Source: an optimization exercise on an open RTL-to-GDS flow (aim: a short achievable clock period and few clock cycles). Production flows keep margins and buffers that such runs may drop. Function not checked in this run: the RTL went through the layout flow alone. Power is estimated from default activity; no workload was simulated.

==> design/flow/design.v <==
`default_nettype none
package mips_pkg;
    localparam int xlen       = 32;
    localparam int reg_addr_w = 5;
    localparam logic [xlen-1:0] reset_pc = '0;
    localparam logic [5:0] op_special = 6'h00;
    localparam logic [5:0] op_addiu   = 6'h09;
    localparam logic [5:0] op_lw      = 6'h23;
    localparam logic [5:0] op_sw      = 6'h2b;
    localparam logic [5:0] op_beq     = 6'h04;
    localparam logic [5:0] fn_addu = 6'h21;
    localparam logic [5:0] fn_subu = 6'h23;
    localparam logic [5:0] fn_and  = 6'h24;
    localparam logic [5:0] fn_or   = 6'h25;
    localparam logic [5:0] fn_slt  = 6'h2a;
    typedef enum logic [2:0] {
        alu_add,
        alu_sub,
        alu_and,
        alu_or,
        alu_slt
    } alu_op_e;
    typedef struct packed {
        logic [xlen-1:0] instr;
        logic [xlen-1:0] pc4;
    } if_id_t;
    typedef struct packed {
        logic                  valid;
        alu_op_e               alu_op;
        logic                  imm_sel;
        logic                  memread;
        logic                  memwrite;
        logic                  regwrite;
        logic [reg_addr_w-1:0] rs;
        logic [reg_addr_w-1:0] rt;
        logic [reg_addr_w-1:0] dst;
        logic [xlen-1:0]       rs_data;
        logic [xlen-1:0]       rt_data;
        logic [xlen-1:0]       imm;
    } id_ex_t;
    typedef struct packed {
        logic                  valid;
        logic                  memread;
        logic                  memwrite;
        logic                  regwrite;
        logic [reg_addr_w-1:0] dst;
        logic [xlen-1:0]       result;
        logic [xlen-1:0]       store_data;
    } ex_mem_t;
    typedef struct packed {
        logic                  regwrite;
        logic                  memread;
        logic [reg_addr_w-1:0] dst;
        logic [xlen-1:0]       result;
        logic [xlen-1:0]       load_data;
    } mem_wb_t;
endpackage
`default_nettype wire
`timescale 1ns/1ps
`default_nettype none
module mips_add #(
    parameter int width = 32
) (
    input  logic [width-1:0] x,
    input  logic [width-1:0] y,
    input  logic             cin,
    output logic [width-1:0] s
);
    localparam int levels = $clog2(width);
    logic [width-1:0] g [0:levels];
    logic [width-1:0] p [0:levels];
    logic [width-1:0] h;
    assign h    = x ^ y;
    assign g[0] = (x & y) | {{(width-1){1'b0}}, h[0] & cin};
    assign p[0] = h;
    for (genvar l = 0; l < levels; l++) begin : g_lvl
        for (genvar i = 0; i < width; i++) begin : g_bit
            if (i >= (1 << l)) begin : g_op
                assign g[l+1][i] = g[l][i] | (p[l][i] & g[l][i-(1<<l)]);
                assign p[l+1][i] = p[l][i] & p[l][i-(1<<l)];
            end else begin : g_pass
                assign g[l+1][i] = g[l][i];
                assign p[l+1][i] = p[l][i];
            end
        end
    end
    assign s = h ^ {g[levels][width-2:0], cin};
endmodule
`default_nettype wire
`default_nettype none
module mips_ult #(
    parameter int width = 32
) (
    input  logic [width-1:0] x,
    input  logic [width-1:0] y,
    output logic             lt
);
    localparam int levels = $clog2(width);
    logic [width-1:0] l [0:levels];
    logic [width-1:0] e [0:levels];
    assign l[0] = ~x & y;
    assign e[0] = ~(x ^ y);
    for (genvar k = 0; k < levels; k++) begin : g_lvl
        for (genvar i = 0; i < width; i++) begin : g_bit
            if ((i >> k) % 2 == 1) begin : g_op
                localparam int j = ((i >> k) << k) - 1;
                assign l[k+1][i] = l[k][i] | (e[k][i] & l[k][j]);
                assign e[k+1][i] = e[k][i] & e[k][j];
            end else begin : g_pass
                assign l[k+1][i] = l[k][i];
                assign e[k+1][i] = e[k][i];
            end
        end
    end
    assign lt = l[levels][width-1];
endmodule
`default_nettype wire
`timescale 1ns/1ps
`default_nettype none
module mips_core (
    input  logic                      clk,
    input  logic                      rst_n,
    input  logic                      i_cache_stall_n,
    input  logic                      d_cache_stall_n,
    output logic                      ireq,
    output logic [mips_pkg::xlen-1:0] iaddr,
    input  logic [mips_pkg::xlen-1:0] idata,
    output logic                      dreq,
    output logic                      dwrite,
    output logic [mips_pkg::xlen-1:0] daddr,
    output logic [mips_pkg::xlen-1:0] dwdata,
    input  logic [mips_pkg::xlen-1:0] drdata
);
    localparam int xlen = mips_pkg::xlen;
    logic freeze;
    assign freeze = !i_cache_stall_n || !d_cache_stall_n;
    logic            ireq_q;
    logic [xlen-1:0] fpc;
    logic            pend_q;       
    logic            d_valid;
    logic [31:0]     d_rs_oh;      
    logic [31:0]     d_rt_oh;
    logic [4:0]      d_dst;
    logic            d_wr;         
    logic            d_lw;
    logic            d_sw;
    logic            d_beq;        
    logic            d_jmp;        
    logic [4:0]      d_op;         
    logic            d_imm_b;      
    logic [xlen-1:0] d_imm;
    logic [xlen-1:0] d_tgt;
    logic            d_a_m;
    logic            d_a_w;
    logic            d_b_m;
    logic            d_b_w;
    logic            d_a_e;
    logic            d_b_e;
    logic            e_valid;
    logic [4:0]      e_dst;
    logic            e_wr;
    logic            e_lw;
    logic            e_sw;
    logic            e_beq;
    logic [4:0]      e_op;
    logic [xlen-1:0] e_tgt;
    logic [xlen-1:0] e_a_val;
    logic [xlen-1:0] e_b_val;
    logic [xlen-1:0] e_imm;
    logic [2:0]      e_a_sel;      
    logic [2:0]      e_b_sel;      
    logic [3:0]      e_o_sel;      
    logic [2:0]      e_a_sel_n;
    logic [2:0]      e_b_sel_n;
    logic [3:0]      e_o_sel_n;
    logic [4:0]      e_op_n;
    logic            m_wr;
    logic [4:0]      m_dst;
    logic            m_lw;
    logic [xlen-1:0] m_res;
    logic            dreq_q;
    logic            dwrite_q;
    logic [xlen-1:0] daddr_q;
    logic [xlen-1:0] dwdata_q;
    logic [31:1]     w_we;         
    logic [xlen-1:0] w_val;
    logic [31:1][xlen-1:0] rf;
    logic [5:0]      f_opc;
    logic [5:0]      f_fn;
    logic [4:0]      f_rs;
    logic [4:0]      f_rt;
    logic            f_special;
    logic            f_rtype;
    logic            f_addiu;
    logic            f_lw;
    logic            f_sw;
    logic            f_beq;
    logic [4:0]      f_dst;
    logic [xlen-1:0] f_imm;
    logic [xlen-1:0] f_pc4;
    logic [4:0]      f_op;
    logic [xlen-1:0] f_tgt;
    logic [xlen-3:0] f_imm1;
    assign f_opc     = idata[31:26];
    assign f_fn      = idata[5:0];
    assign f_rs      = idata[25:21];
    assign f_rt      = idata[20:16];
    assign f_special = (f_opc == mips_pkg::op_special);
    assign f_addiu   = (f_opc == mips_pkg::op_addiu);
    assign f_lw      = (f_opc == mips_pkg::op_lw);
    assign f_sw      = (f_opc == mips_pkg::op_sw);
    assign f_beq     = (f_opc == mips_pkg::op_beq);
    assign f_op[0]   = (f_special && f_fn == mips_pkg::fn_addu) || f_addiu || f_lw || f_sw;
    assign f_op[1]   = f_special && (f_fn == mips_pkg::fn_subu);
    assign f_op[2]   = f_special && (f_fn == mips_pkg::fn_and);
    assign f_op[3]   = f_special && (f_fn == mips_pkg::fn_or);
    assign f_op[4]   = f_special && (f_fn == mips_pkg::fn_slt);
    assign f_rtype   = f_special && (f_fn == mips_pkg::fn_addu || f_fn == mips_pkg::fn_subu ||
                                     f_fn == mips_pkg::fn_and  || f_fn == mips_pkg::fn_or ||
                                     f_fn == mips_pkg::fn_slt);
    assign f_dst     = f_rtype ? idata[15:11] : f_rt;
    assign f_imm     = {{16{idata[15]}}, idata[15:0]};
    mips_add #(.width(xlen)) u_pc4 (.x(fpc), .y(xlen'(4)), .cin(1'b0), .s(f_pc4));
    mips_add #(.width(xlen-2)) u_imm1 (.x(f_imm[xlen-3:0]), .y('0), .cin(1'b1), .s(f_imm1));
    mips_add #(.width(xlen)) u_tgt (.x(fpc), .y({f_imm1, 2'b00}), .cin(1'b0), .s(f_tgt));
    logic f_a_e;
    logic f_b_e;
    logic f_a_m;
    logic f_b_m;
    logic f_a_w;
    logic f_b_w;
    assign f_a_e = d_valid && d_wr && (d_dst == f_rs);
    assign f_b_e = d_valid && d_wr && (d_dst == f_rt);
    assign f_a_m = e_wr && (e_dst == f_rs);
    assign f_b_m = e_wr && (e_dst == f_rt);
    assign f_a_w = m_wr && (m_dst == f_rs);
    assign f_b_w = m_wr && (m_dst == f_rt);
    always_ff @(posedge clk) begin
        for (int i = 1; i < 32; i++) begin
            if (w_we[i]) begin
                rf[i] <= w_val;
            end
        end
    end
    logic [xlen-1:0] d_a_rf;
    logic [xlen-1:0] d_b_rf;
    logic [xlen-1:0] w_next;
    logic [xlen-1:0] d_a_val;
    logic [xlen-1:0] d_b_val;
    always_comb begin
        d_a_rf = '0;
        d_b_rf = '0;
        for (int i = 1; i < 32; i++) begin
            d_a_rf = d_a_rf | ({xlen{d_rs_oh[i]}} & rf[i]);
            d_b_rf = d_b_rf | ({xlen{d_rt_oh[i]}} & rf[i]);
        end
    end
    assign w_next  = m_lw ? drdata : m_res;
    assign d_a_val = d_a_m ? w_next : d_a_w ? w_val : d_a_rf;
    assign d_b_val = d_b_m ? w_next : d_b_w ? w_val : d_b_rf;
    logic [xlen-1:0] a;
    logic [xlen-1:0] b;
    logic [xlen-1:0] b_op;
    logic [xlen-1:0] sum;
    logic [xlen-1:0] diff;
    logic            lt;
    logic [xlen-1:0] result;
    logic            e_taken;
    localparam int half = xlen / 2;
    logic [2:0] a_sel_hi;
    logic [2:0] b_sel_hi;
    logic [3:0] o_sel_hi;
    logic [4:0] op_hi;
    assign a_sel_hi = ~e_a_sel_n;
    assign b_sel_hi = ~e_b_sel_n;
    assign o_sel_hi = ~e_o_sel_n;
    assign op_hi    = ~e_op_n;
    assign a[half-1:0]    = ({half{e_a_sel[0]}} & e_a_val[half-1:0]) | ({half{e_a_sel[1]}} & m_res[half-1:0]) |
                            ({half{e_a_sel[2]}} & drdata[half-1:0]);
    assign a[xlen-1:half] = ({half{a_sel_hi[0]}} & e_a_val[xlen-1:half]) | ({half{a_sel_hi[1]}} & m_res[xlen-1:half]) |
                            ({half{a_sel_hi[2]}} & drdata[xlen-1:half]);
    assign b[half-1:0]    = ({half{e_b_sel[0]}} & e_b_val[half-1:0]) | ({half{e_b_sel[1]}} & m_res[half-1:0]) |
                            ({half{e_b_sel[2]}} & drdata[half-1:0]);
    assign b[xlen-1:half] = ({half{b_sel_hi[0]}} & e_b_val[xlen-1:half]) | ({half{b_sel_hi[1]}} & m_res[xlen-1:half]) |
                            ({half{b_sel_hi[2]}} & drdata[xlen-1:half]);
    assign b_op[half-1:0]    = ({half{e_o_sel[0]}} & e_b_val[half-1:0]) | ({half{e_o_sel[1]}} & m_res[half-1:0]) |
                               ({half{e_o_sel[2]}} & drdata[half-1:0])  | ({half{e_o_sel[3]}} & e_imm[half-1:0]);
    assign b_op[xlen-1:half] = ({half{o_sel_hi[0]}} & e_b_val[xlen-1:half]) | ({half{o_sel_hi[1]}} & m_res[xlen-1:half]) |
                               ({half{o_sel_hi[2]}} & drdata[xlen-1:half])  | ({half{o_sel_hi[3]}} & e_imm[xlen-1:half]);
    mips_add #(.width(xlen)) u_add (.x(a), .y(b_op), .cin(1'b0), .s(sum));
    mips_add #(.width(xlen)) u_sub (.x(a), .y(~b),   .cin(1'b1), .s(diff));
    mips_ult #(.width(xlen)) u_lt (.x({~a[xlen-1], a[xlen-2:0]}), .y({~b[xlen-1], b[xlen-2:0]}), .lt(lt));
    assign result[half-1:0]    = ({half{e_op[0]}} & sum[half-1:0]) | ({half{e_op[1]}} & diff[half-1:0]) |
                                 ({half{e_op[2]}} & (a[half-1:0] & b[half-1:0])) |
                                 ({half{e_op[3]}} & (a[half-1:0] | b[half-1:0])) |
                                 {{(half-1){1'b0}}, e_op[4] & lt};
    assign result[xlen-1:half] = ({half{op_hi[0]}} & sum[xlen-1:half]) | ({half{op_hi[1]}} & diff[xlen-1:half]) |
                                 ({half{op_hi[2]}} & (a[xlen-1:half] & b[xlen-1:half])) |
                                 ({half{op_hi[3]}} & (a[xlen-1:half] | b[xlen-1:half]));
    logic eq_vv;
    logic eq_vm;
    logic eq_mv;
    logic eq_vd;
    logic eq_dv;
    logic e_eq;
    assign eq_vv = (e_a_val == e_b_val);
    assign eq_vm = (e_a_val == m_res);
    assign eq_mv = (m_res == e_b_val);
    assign eq_vd = (e_a_val == drdata);
    assign eq_dv = (drdata == e_b_val);
    assign e_eq  = (e_a_sel[0] && e_b_sel[0] && eq_vv) ||
                   (e_a_sel[0] && e_b_sel[1] && eq_vm) ||
                   (e_a_sel[1] && e_b_sel[0] && eq_mv) ||
                   (e_a_sel[0] && e_b_sel[2] && eq_vd) ||
                   (e_a_sel[2] && e_b_sel[0] && eq_dv) ||
                   (e_a_sel[1] && e_b_sel[1]) ||
                   (e_a_sel[2] && e_b_sel[2]);
    assign e_taken = e_valid && e_beq && e_eq;
    logic            d_take;
    logic [xlen-1:0] fpc_next;
    assign d_take   = d_valid && d_jmp;
    assign fpc_next = e_taken ? e_tgt :
                      pend_q  ? e_tgt :
                      d_take  ? d_tgt : f_pc4;
    always_ff @(posedge clk) begin
        ireq_q <= rst_n;
    end
    always_ff @(posedge clk) begin
        if (!rst_n) begin
            fpc      <= mips_pkg::reset_pc;
            pend_q   <= 1'b0;
            d_valid  <= 1'b0;
            e_valid  <= 1'b0;
            e_wr     <= 1'b0;
            m_wr     <= 1'b0;
            dreq_q   <= 1'b0;
            dwrite_q <= 1'b0;
            w_we     <= '0;
        end else if (!freeze) begin
            if (ireq_q) begin
                fpc <= fpc_next;
            end
            d_valid <= ireq_q && !(e_taken && d_valid);
            pend_q  <= e_taken && d_take;
            e_valid <= d_valid;
            e_wr    <= d_valid && d_wr;
            m_wr     <= e_wr;
            dreq_q   <= e_valid && (e_lw || e_sw);
            dwrite_q <= e_valid && e_sw;
            for (int i = 1; i < 32; i++) begin
                w_we[i] <= m_wr && (m_dst == 5'(i));
            end
        end
    end
    always_ff @(posedge clk) begin
        if (!freeze) begin
            d_rs_oh <= 32'(1) << f_rs;
            d_rt_oh <= 32'(1) << f_rt;
            d_dst   <= f_dst;
            d_wr    <= (f_rtype || f_addiu || f_lw) && (f_dst != '0);
            d_lw    <= f_lw;
            d_sw    <= f_sw;
            d_beq   <= f_beq && (f_rs != f_rt);
            d_jmp   <= f_beq && (f_rs == f_rt);
            d_op    <= f_op;
            d_imm_b <= f_addiu || f_lw || f_sw;
            d_imm   <= f_imm;
            d_tgt   <= f_tgt;
            d_a_e   <= f_a_e;
            d_b_e   <= f_b_e;
            d_a_m   <= f_a_m;
            d_b_m   <= f_b_m;
            d_a_w   <= f_a_w;
            d_b_w   <= f_b_w;
            e_dst   <= d_dst;
            e_lw    <= d_lw;
            e_sw    <= d_sw;
            e_beq   <= d_beq;
            e_op    <= d_op;
            e_imm   <= d_imm;
            e_tgt   <= d_tgt;
            e_a_val <= d_a_val;
            e_b_val <= d_b_val;
            e_a_sel <= {d_a_e && e_lw, d_a_e && !e_lw, !d_a_e};
            e_b_sel <= {d_b_e && e_lw, d_b_e && !e_lw, !d_b_e};
            e_o_sel <= {d_imm_b, d_b_e && e_lw && !d_imm_b, d_b_e && !e_lw && !d_imm_b,
                        !d_b_e && !d_imm_b};
            e_a_sel_n <= ~{d_a_e && e_lw, d_a_e && !e_lw, !d_a_e};
            e_b_sel_n <= ~{d_b_e && e_lw, d_b_e && !e_lw, !d_b_e};
            e_o_sel_n <= ~{d_imm_b, d_b_e && e_lw && !d_imm_b, d_b_e && !e_lw && !d_imm_b,
                           !d_b_e && !d_imm_b};
            e_op_n  <= ~d_op;
            m_dst    <= e_dst;
            m_lw     <= e_lw;
            m_res    <= result;
            daddr_q  <= sum;
            dwdata_q <= b;
            w_val    <= w_next;
        end
    end
    assign ireq   = ireq_q;
    assign iaddr  = fpc;
    assign dreq   = dreq_q;
    assign dwrite = dwrite_q;
    assign daddr  = daddr_q;
    assign dwdata = dwdata_q;
endmodule
`default_nettype wire
==> design/flow/flow/run.sh <==
#!/bin/bash
set -euo pipefail
W=$(pwd)
export OWN_ABC_SCRIPT=$W/flow/abc.script
export BUFFER_PORTS_ARGS="-buffer_cell sky130_fd_sc_hd__buf_4"
bash standard.sh SYNTH_SCRIPT=$W/flow/synth.tcl finish > $W/standard.log 2>&1
==> design/flow/flow/abc.script <==
strash
&get -n
&b
&put
dch
map -D 1500
buffer
upsize -D 1500
dnsize -D 1500
==> design/flow/flow/synth.tcl <==
proc synth {args} { yosys synth -nofsm -noshare {*}$args }
proc extract_fa {args} { puts "own flow: extract_fa skipped" }
proc abc {args} {
  set i [lsearch -exact $args -script]
  if { $i >= 0 } {
    set args [lreplace $args [expr {$i + 1}] [expr {$i + 1}] $::env(OWN_ABC_SCRIPT)]
  }
  puts "own flow: abc $args"
  yosys abc {*}$args
}
source $::env(SCRIPTS_DIR)/synth.tcl
# left out here: clear keep_hierarchy, flatten, clean up, hide names made inside functions, write 1_2_yosys.v
==> design/flow/standard.sh <==
#!/bin/bash
# synth_recipe.tcl (not shown) runs the flow's synth.tcl, then flattens the netlist and writes it again
# the make line also repeats each setting of config.mk as NAME=value (left out here)
make -C /OpenROAD-flow-scripts/flow DESIGN_CONFIG=/design/flow/config.mk WORK_HOME=/design/flow/orfs CLKGATE_MAP_FILE= SYNTH_SCRIPT=/design/flow/synth_recipe.tcl "${@:-finish}"
==> design/flow/config.mk <==
export PLATFORM = sky130hd
export DESIGN_NAME = mips_core
export DESIGN_NICKNAME = mips_core
export VERILOG_FILES = /design/flow/design.v
export SDC_FILE = /design/flow/constraint.sdc
export NUM_CORES = 4
export LEC_CHECK = 0
export CAP_MARGIN = 20
export CORE_MARGIN = 2
export CORE_UTILIZATION = 40
export SETUP_SLACK_MARGIN = 3.4
export SLEW_MARGIN = 20
==> design/flow/constraint.sdc <==
create_clock -name core_clock -period 6.0 [get_ports {clk}]
set_input_delay 1.2000 -clock core_clock [delete_from_list [all_inputs] [get_ports {clk}]]
set_output_delay 1.2000 -clock core_clock [all_outputs]
set_load 0.01 [all_outputs]
==> notes.md <==
crit-path max cell delay 0.44 ns; synthesized area per cell 10.9 sq um; Pwr Total 25200 uW; antenna-violating nets left 0; largest net degree at the start of global routing 156; Tightest Hold Check Type reg -> reg; root buffer cell clkbuf_16; wire per inst 35.8 um; critical path, cell by cell buf_4 > inv_1 > o21ai_2 > nor2_4 > nor2_4 > nand2_4 > o21ai_4 > a21oi_4 > nand4_1 > nand3_2 > a31oi_4 > buf_6 > o221ai_2; critical path peak fanout 6; Die W 425 um; Power Density 269 mW/mm^2; H-tree Lvls 4; vias in the first global route 61527; Max clock buf depth 3; Slew @ Worst Pin 1.22 ns; Vias/cell 6.67; Tot GR Track Use 37.1%; worst setup margin 2.78 ns; max-cap check violation count 0; Filler Cell Count 15120; crit path DAT 3.81 ns; Worst Path Required 6.59 ns; initial antenna violation count 27; Setup crit end kind flip-flop; Slew Limit Fails 0; Slew Limit Headroom 18.4%; top_reg_cell synth edfxtp_1; die area 0.180 sq mm; Ports 167; Layout Area Growth over Synthesis 32.3%; final WL 352 mm; TritonCTS Buffers 160; Crit path max-delay family compound AO/OA/AOI/OAI gates; sum of negative setup slack 0 ns; DRC 0; clock slew at the register clock pins of the worst setup and hold paths 0.08 ns; Setup-failing EPs final 0; endpoints failing hold 0; gr ovfl total 0; cell count after synthesis 6507; RD Place Congestion 1.03; outcome no timing/DRC/antenna violations; site row count 154; CORE AREA 0.176 sq mm; dpl hpwl 221 mm; fin nets 7412; VDD IR max 0.000217 V; RSZ-0062 raised after global routing yes; DIE HEIGHT 425 um; fin crit share 53.7%; first-pass GRT wire length 471 mm; Detailed Route Iter0 Violations 11262; asr flop ratio synth 0%; Most common cell on crit path nor2_4; Clock Skew 0.0514 ns; Placement Setup Slack 1.45 ns; crit path kind reg -> reg; IO buf count 166; sinks on the clock net 1478; drt pass-1 iters 8; Crit-path slowest cell o21ai_2; minimum clock period 3.22 ns; Max Freq 310 MHz; TritonCTS clock tree yes; DR vias 65567; CTS Hold Bufs 0; initial core utilization 40.2%; count of different cell masters after synthesis 75; register area share after synthesis 61.7%; clock latency on the worst-skew pair 0.86 ns; EDFF count, synth 1407; FF+latch count, synth 1478; footprint of the multi-input gates 0.0299 sq mm; startpoint types flip-flop; Buf/Inv on CP 3; net count after synthesis 6575; Synth Cell Area 0.0708 sq mm; Reg area 0.0438 sq mm; Pleak 0.0334 uW; synth warn 10; share of layout cells above drive strength 1 31.4%
-- worst paths after layout --
path,from,to,slack [ns],cells after the start
max,e_b_val[11]$_DFFE_PN_,m_res[0]$_DFFE_PN_,2.78,13
min reg2reg,d_sw$_DFFE_PN_,e_sw$_DFFE_PN_,0.42,0
min,d_sw$_DFFE_PN_,e_sw$_DFFE_PN_,0.42,0
max reg2reg,e_b_val[11]$_DFFE_PN_,m_res[0]$_DFFE_PN_,2.78,13
-- cells by family after synthesis --
group	count (synthesis)	synth area share (%)
and+or+nand+nor	1956	12.4
DFF	1478	61.7
buffers and inverters	874	4.74
AOI/OAI and AO/OA	2089	19.8
xor gates and xnor gates	110	1.36
-- where the power goes --
part	total (uW)	switching (uW)	internal (uW)
registers	11600	189	11400
logic	3680	2440	1230
clock network	9900	4440	5460
-- metrics by stage --
| step | area [sq um] | hold WS [ns] | std cells | utilization, % |
|---|---|---|---|---|
| 2_1_floorplan | 71600 | 0.400 | 6507 | - |
| 3_3_place_gp | 76000 | 0.400 | 8887 | 43.2 |
| 3_5_place_dp | 76000 | 0.405 | 8888 | 43.2 |
| 4_1_cts | 89600 | 0.419 | 9622 | 50.9 |
| 5_1_grt | 93600 | 0.427 | 9823 | 53.2 |
| 6_report | 93600 | 0.417 | 9828 | 53.2 |
-- layer usage --
layer / vias up / share of wire [%] / track usage [%]
met5: - / 0.053 / 0
met4: 30 / 7.6 / 23.1
met3: 1266 / 13 / 12.0
met2: 5295 / 42 / 53.9
met1: 32403 / 37 / 47.8
li1: 26573 / - / -
-- sequential cells by signal, summed over array words and instances, names as in the netlist, 4 cells and up --
name	cells
e_dst	5
d_dst	5
e_op_n	4
dwdata_q	32
d_tgt	32
daddr_q	32
d_rs_oh	31
fpc	32
e_tgt	32
w_we	31
d_imm	16
w_val	32
d_rt_oh	31
e_o_sel_n	4
m_res	32
e_o_sel	4
m_dst	5
e_op	5
d_op	5
rf	992
e_a_val	32
e_b_val	32
e_imm	16
-- synth_stat cells (71+ instances only) --
library cell	instances	area, sq um
o211ai_1	81	608
nand3_1	160	801
o22ai_1	162	1010
edfxtp_1	1407	42300
o21ai_0	317	1590
nor2_1	565	2120
inv_1	565	2120
a21oi_1	360	1800
clkbuf_1	261	980
a221oi_1	115	1010
nand2_1	792	2970
dfxtp_1	71	1420
a22oi_1	727	5460
nand4_1	230	1440
-- timing repair --
item	in CTS	in global routing
buffers inserted	422	169
resized for setup	1170	480
pin swaps	271	212
endpoints found under the setup margin	273	246
gates cloned	18	9
-- cells in the final DEF (no fill, tap or decap), drive strengths merged, types with 16 or more instances in the layout --
cell | synthesis | routed
edfxtp | 1407 | 1407
inv | 574 | 546
nand3 | 163 | 163
a21oi | 364 | 364
nor4 | 54 | 54
o21ai | 353 | 353
o21a | 25 | 25
nor3 | 58 | 58
o211ai | 81 | 81
a22oi | 727 | 727
clkbuf | 261 | 200
o2111ai | 18 | 18
buf | 33 | 944
and2 | 25 | 25
nor2 | 575 | 582
a211oi | 50 | 50
a2111oi | 16 | 16
a31oi | 37 | 37
clkinv | 6 | 90
o221ai | 43 | 43
nand2 | 800 | 802
or2 | 21 | 21
a221oi | 115 | 115
a22o | 20 | 20
xnor2 | 59 | 59
clkinvlp | 0 | 39
xor2 | 51 | 51
nand4 | 231 | 231
dfxtp | 71 | 71
o22ai | 162 | 162
-- area by class of cell --
cell class / instances / share of cell area, %
antenna: 12 / 0.0321
clock buffer: 191 / 4.42
clock inverter: 103 / 1.10
inverter: 580 / 2.56
multi-input combinational: 4164 / 32.0
sequential: 1478 / 46.8
tap: 2340 / 3.13
timing repair buffer: 957 / 9.95
timing repair inverter: 3 / 0.0241

## static timing again, ports no longer ideal
Ports are ideal in the flow. The routed layout listed here was re-timed in OpenROAD.
Step 1 assumes that a clkbuf_16 drives the clock port and a buf_2 every other input.
Step 2 times the ports against the registers' clock, not the clock port: input delays grow and output delays shrink by t, the midpoint of the rising clock arrivals with the driver on.
a / b / c = no drivers / after step 1 / after step 2; a / b = the first two.
t (ns): 0.933
setup slack, ns: 2.778 / 2.778 / 2.062
clock arrival spread, ns: 0.052 / 0.052
slew at the worst register clock pin (ns): 0.08 / 0.08
worst data-port slew with drivers (ns): 0.16
After both steps setup and hold are still met in this run. For this run, drivers alone change the setup slack by 0.000 ns; drivers and shift together by -0.716 ns.
